Context: an optimization exercise on an open-source flow, tuned for small area. The choices shown serve that exercise and are no tape-out recipe. RTL that was checked went through simulation tests only; none was proved equivalent to the original. Power is estimated from default activity; no workload was simulated.

==> flow/design.v <==
package cpuPkg;
    localparam int XLEN = 32;
    localparam logic [6:0] OP_R      = 7'b0110011;
    localparam logic [6:0] OP_IMM    = 7'b0010011;
    localparam logic [6:0] OP_LOAD   = 7'b0000011;
    localparam logic [6:0] OP_STORE  = 7'b0100011;
    localparam logic [6:0] OP_JAL    = 7'b1101111;
    localparam logic [6:0] OP_JALR   = 7'b1100111;
    localparam logic [6:0] OP_BRANCH = 7'b1100011;
endpackage
`timescale 1ns/10ps
module regFile (
    input  logic       clk,
    input  logic [4:0] rs1,
    input  logic [4:0] rs2,
    input  logic [4:0] rd,
    input  logic       we,
    input  logic       wbit,
    output logic       abit,
    output logic       bbit
);
    logic [31:0] head;
    assign head[0] = 1'b0;
    for (genvar r = 1; r < 32; r++) begin : ring
        logic [31:0] q;
        always_ff @(posedge clk) begin
            q <= {(we && rd == 5'(r)) ? wbit : q[0], q[31:1]};
        end
        assign head[r] = q[0];
    end
    assign abit = head[rs1];
    assign bbit = head[rs2];
endmodule
`timescale 1ns/10ps
import cpuPkg::*;
module cpuTop (
    input  logic        clk,
    input  logic        rst,
    output logic        memReq,
    output logic        memWe,
    output logic [31:0] memAddr,
    output logic [31:0] memWdata,
    input  logic        memAck,
    input  logic [31:0] memRdata,
    output logic        halted
);
    typedef enum logic [2:0] {
        S_INIT, S_FETCH, S_ALIGN1, S_PASS1, S_DATA, S_ALIGN2, S_PASS2, S_HALT
    } stateT;
    stateT       state;
    logic [4:0]  cnt;
    logic        reqQ;
    logic [31:0] addrQ;
    logic [31:0] wdataNQ;    
    logic [4:0]  rdQ;
    logic [1:0]  kindQ;
    logic        storeData;
    logic        carryQ;
    logic        incQ;
    logic        ltQ;
    logic        neqQ;
    logic        first;
    logic        last;
    logic        inInit;
    logic        inPass1;
    logic        inPass2;
    assign first = (cnt == 5'd0);
    assign last = (cnt == 5'd31);
    assign inInit = (state == S_INIT);
    assign inPass1 = (state == S_PASS1);
    assign inPass2 = (state == S_PASS2);
    logic [6:0] op;
    logic [2:0] f3;
    logic isOp, isOpImm, isLoad, isStore, isJal, isJalr, isBranch, isLegal, isSlt;
    assign op = memRdata[6:0];
    assign f3 = memRdata[14:12];
    assign isOp = (op == OP_R);
    assign isOpImm = (op == OP_IMM);
    assign isLoad = (op == OP_LOAD);
    assign isStore = (op == OP_STORE);
    assign isJal = (op == OP_JAL);
    assign isJalr = (op == OP_JALR);
    assign isBranch = (op == OP_BRANCH);
    assign isLegal = isOp | isOpImm | isLoad | isStore | isJal | isJalr | isBranch;
    assign isSlt = (isOp | isOpImm) && f3 == 3'b010;
    logic ldBit;
    logic hiBit;
    logic loBit;
    logic serBit;
    logic [15:0] hiField;
    logic [7:0]  loField;
    assign hiField = {{4{memRdata[31]}}, memRdata[31:20]};
    assign loField = memRdata[14:7];
    assign ldBit = memRdata[cnt];
    assign hiBit = hiField[cnt[3:0]];
    assign loBit = loField[cnt[2:0]];
    always_comb begin
        if (inPass2) begin
            serBit = ldBit;
        end else if (cnt == 5'd0) begin
            serBit = (isBranch || isJal) ? 1'b0 : (isStore ? memRdata[7] : memRdata[20]);
        end else if (cnt <= 5'd4) begin
            serBit = (isStore || isBranch) ? loBit : hiBit;
        end else if (cnt <= 5'd10) begin
            serBit = hiBit;
        end else if (cnt == 5'd11) begin
            serBit = isBranch ? memRdata[7] : (isJal ? memRdata[20] : memRdata[31]);
        end else if (cnt <= 5'd19) begin
            serBit = isJal ? ldBit : memRdata[31];
        end else begin
            serBit = memRdata[31];
        end
    end
    logic aBit;
    logic bBit;
    logic pcBit;
    logic wbit;
    logic we;
    logic [4:0] rs2Sel;
    assign rs2Sel = inPass2 ? rdQ : memRdata[24:20];
    regFile regs (
        .clk(clk), .rs1(memRdata[19:15]), .rs2(rs2Sel), .rd(rdQ),
        .we(we), .wbit(wbit), .abit(aBit), .bbit(bBit)
    );
    assign pcBit = addrQ[0];
    logic x;
    logic y;
    logic yy;
    logic sub;
    logic cin;
    logic sum;
    logic aluRes;
    assign x = (isJal || isBranch) ? pcBit : aBit;
    assign y = isOp ? bBit : serBit;
    assign sub = isOp && f3 == 3'b000 && memRdata[30];
    assign yy = y ^ sub;
    assign cin = first ? sub : carryQ;
    assign sum = x ^ yy ^ cin;
    always_comb begin
        case (f3)
            3'b100:  aluRes = x ^ y;
            3'b110:  aluRes = x | y;
            3'b111:  aluRes = x & y;
            default: aluRes = sum;
        endcase
    end
    logic cy;
    logic diff;
    logic ltIn;
    logic ltFinal;
    logic neqFinal;
    logic taken;
    assign cy = isBranch ? bBit : y;
    assign diff = aBit ^ cy;
    assign ltIn = first ? 1'b0 : ltQ;
    assign ltFinal = diff ? aBit : ltIn;
    assign neqFinal = (first ? 1'b0 : neqQ) | diff;
    always_comb begin
        case (f3)
            3'b000:  taken = !neqFinal;
            3'b001:  taken = neqFinal;
            3'b100:  taken = ltFinal;
            3'b101:  taken = !ltFinal;
            default: taken = 1'b0;
        endcase
        taken = taken && isBranch;
    end
    logic incBit;
    assign incBit = pcBit ^ incQ;
    always_ff @(posedge clk) begin
        carryQ <= (x & yy) | (x & cin) | (yy & cin);
        incQ <= (cnt == 5'd1) | (pcBit & incQ & !last);
        ltQ <= diff ? (last ? aBit : cy) : ltIn;
        neqQ <= neqFinal;
    end
    assign storeData = isStore && memRdata[24:20] != 5'd0;
    always_comb begin
        if (inPass1) begin
            we = ((isOp || isOpImm) && !isSlt) || isJal || isJalr || isStore;
            wbit = (isJal || isJalr || isStore) ? incBit : aluRes;
        end else begin
            we = inPass2 && kindQ != 2'b10;
            case (kindQ)
                2'b00:   wbit = serBit;
                2'b01:   wbit = !wdataNQ[0];
                default: wbit = first & ltQ;
            endcase
        end
    end
    logic addrIn;
    always_comb begin
        if (inPass1) begin
            if (isLoad || isStore || isJal || isJalr) addrIn = sum && !(first && isJalr);
            else addrIn = incBit;
        end else if (inPass2) begin
            case (kindQ)
                2'b01:   addrIn = bBit;
                2'b11:   addrIn = addrQ[0];
                default: addrIn = !wdataNQ[0];
            endcase
        end else begin
            addrIn = 1'b0;
        end
    end
    always_ff @(posedge clk) begin
        if (inInit || inPass1 || inPass2) addrQ <= {addrIn, addrQ[31:1]};
        if (inPass1 || inPass2) begin
            wdataNQ <= {!(storeData ? bBit : (isBranch ? sum : incBit)), wdataNQ[31:1]};
        end
    end
    always_ff @(posedge clk) begin
        if (rst) begin
            state <= S_INIT;
            cnt <= 5'd0;
            reqQ <= 1'b0;
        end else begin
            cnt <= cnt + 5'd1;
            case (state)
                S_INIT: if (last) state <= S_FETCH;
                S_FETCH, S_DATA: begin
                    if (!reqQ) begin
                        if (!memAck) reqQ <= 1'b1;
                    end else if (memAck) begin
                        if (state == S_FETCH && !isLegal) begin
                            reqQ <= 1'b0;
                            state <= S_HALT;
                        end else if (state == S_FETCH) begin
                            state <= last ? S_PASS1 : S_ALIGN1;
                        end else begin
                            state <= last ? S_PASS2 : S_ALIGN2;
                        end
                    end
                end
                S_ALIGN1: if (last) state <= S_PASS1;
                S_ALIGN2: if (last) state <= S_PASS2;
                S_PASS1: if (last) begin
                    reqQ <= 1'b0;
                    if (isLoad || isStore) state <= S_DATA;
                    else if (isSlt || taken) state <= S_PASS2;
                    else state <= S_FETCH;
                end
                S_PASS2: if (last) begin
                    reqQ <= 1'b0;
                    state <= S_FETCH;
                end
                default: state <= S_HALT;
            endcase
        end
    end
    always_ff @(posedge clk) begin
        if (state == S_FETCH && reqQ && memAck) rdQ <= isStore ? memRdata[24:20] : memRdata[11:7];
        if (inPass1) begin
            kindQ <= {!isLoad && !storeData, !isLoad && !(isStore && !storeData) && !isBranch};
        end
    end
    assign memReq = reqQ;
    assign memWe = (kindQ == 2'b01 || kindQ == 2'b10) && state == S_DATA;
    assign memAddr = addrQ;
    assign memWdata = ~(wdataNQ | {32{kindQ == 2'b10}});
    assign halted = (state == S_HALT);
endmodule
==> flow/config.mk <==
export PLATFORM = sky130hd
export DESIGN_NAME = cpuTop
export DESIGN_NICKNAME = cpuTop
export VERILOG_FILES = /design/flow/design.v
export SDC_FILE = /design/flow/constraint.sdc
export NUM_CORES = 4
export LEC_CHECK = 0
export ABC_AREA = 1
export CAP_MARGIN = 20
export CORE_MARGIN = 2
export CORE_UTILIZATION = 60
export PLACE_DENSITY = 0.75
export SLEW_MARGIN = 20
==> flow/constraint.sdc <==
create_clock -name core_clock -period 8.0 [get_ports {clk}]
set_input_delay 1.6000 -clock core_clock [delete_from_list [all_inputs] [get_ports {clk}]]
set_output_delay 1.6000 -clock core_clock [all_outputs]
set_load 0.01 [all_outputs]
standard.sh (not shown) runs the stock make flow with config.mk's settings and CLKGATE_MAP_FILE= SYNTH_SCRIPT=/design/flow/synth_recipe.tcl, a recipe that flattens the netlist after the stock synthesis.
==> flow/flow/run.sh <==
#!/bin/bash
# The standard layout (standard.sh), with two changes:
#  - ports are buffered with buf_1 instead of the default buffer cell;
#  - clock tree synthesis without dummy loads.
# Each tool's output goes to standard.log in this folder; ORFS's own per-step
# logs stay under orfs/logs/.
set -o pipefail
export BUFFER_PORTS_ARGS="-buffer_cell sky130_fd_sc_hd__buf_1"
export CTS_ARGS="-sink_clustering_enable -repair_clock_nets -dont_use_dummy_load -buf_list sky130_fd_sc_hd__clkbuf_4 -sink_clustering_size 12 -sink_clustering_max_diameter 40"
bash standard.sh > standard.log 2>&1
The baseline passed the timing, DRC and antenna checks.
Edit:
--- a/flow/design.v
+++ b/flow/design.v
@@ -100,11 +100,11 @@
         end else if (cnt == 5'd0) begin
             serBit = (isBranch || isJal) ? 1'b0 : (isStore ? memRdata[7] : memRdata[20]);
-        end else if (cnt <= 5'd4) begin
+        end else if (cnt[4:3] == 2'b00 && (!cnt[2] || cnt[1:0] == 2'b00)) begin
             serBit = (isStore || isBranch) ? loBit : hiBit;
-        end else if (cnt <= 5'd10) begin
+        end else if (!cnt[4] && !(cnt[3] && (cnt[2] || cnt[1:0] == 2'b11))) begin
             serBit = hiBit;
         end else if (cnt == 5'd11) begin
             serBit = isBranch ? memRdata[7] : (isJal ? memRdata[20] : memRdata[31]);
-        end else if (cnt <= 5'd19) begin
+        end else if (!cnt[4] || cnt[3:2] == 2'b00) begin
             serBit = isJal ? ldBit : memRdata[31];
         end else begin
- The changed run completed without violations
- combinational power fell by about 2%
- worst setup slack is worse by 0.36 ns
- via count stays flat
- wire length grows by about 2.2%
- non-clock buffer count went up by 1
- total power is about the same
- die area falls by about 0.5%
Only the layout flow was run in the first run of this note; the RTL was not checked for function there.

-- static timing again, ports no longer ideal --
The results above use ideal ports. As a check the final layouts listed here were re-extracted and re-timed, cells and wires unchanged. Step 1 (the two cells are an assumption about what drives the block):
set clk [get_ports {clk}]
set_driving_cell -lib_cell sky130_fd_sc_hd__clkbuf_16 $clk
set_driving_cell -lib_cell sky130_fd_sc_hd__buf_2 [delete_from_list [all_inputs] $clk]
Step 2, shift: input delay + t, output delay - t, t = (earliest + latest rising clock arrival at the registers) / 2. This alone moves slack from input paths to output paths. a / b / c = ideal / step 1 / step 2; a / b = the first two.
| run | shift t [ns] | slack for setup (ns) | clock arrival spread, ns | worst slew at a driven data input, ns | pins driven straight from the clock port |
|---|---|---|---|---|---|
| the first run | 0.865 | 3.425 / 3.382 / 2.516 | 0.096 / 0.097 | 0.12 | 1 |
| the second run | 0.865 | 3.069 / 3.074 / 2.210 | 0.107 / 0.107 | 0.10 | 1 |
After both steps setup and hold are still met in every run listed. The setup slack of the first run, which loses most, moves by -0.043 ns with the drivers and by -0.909 ns with both steps.
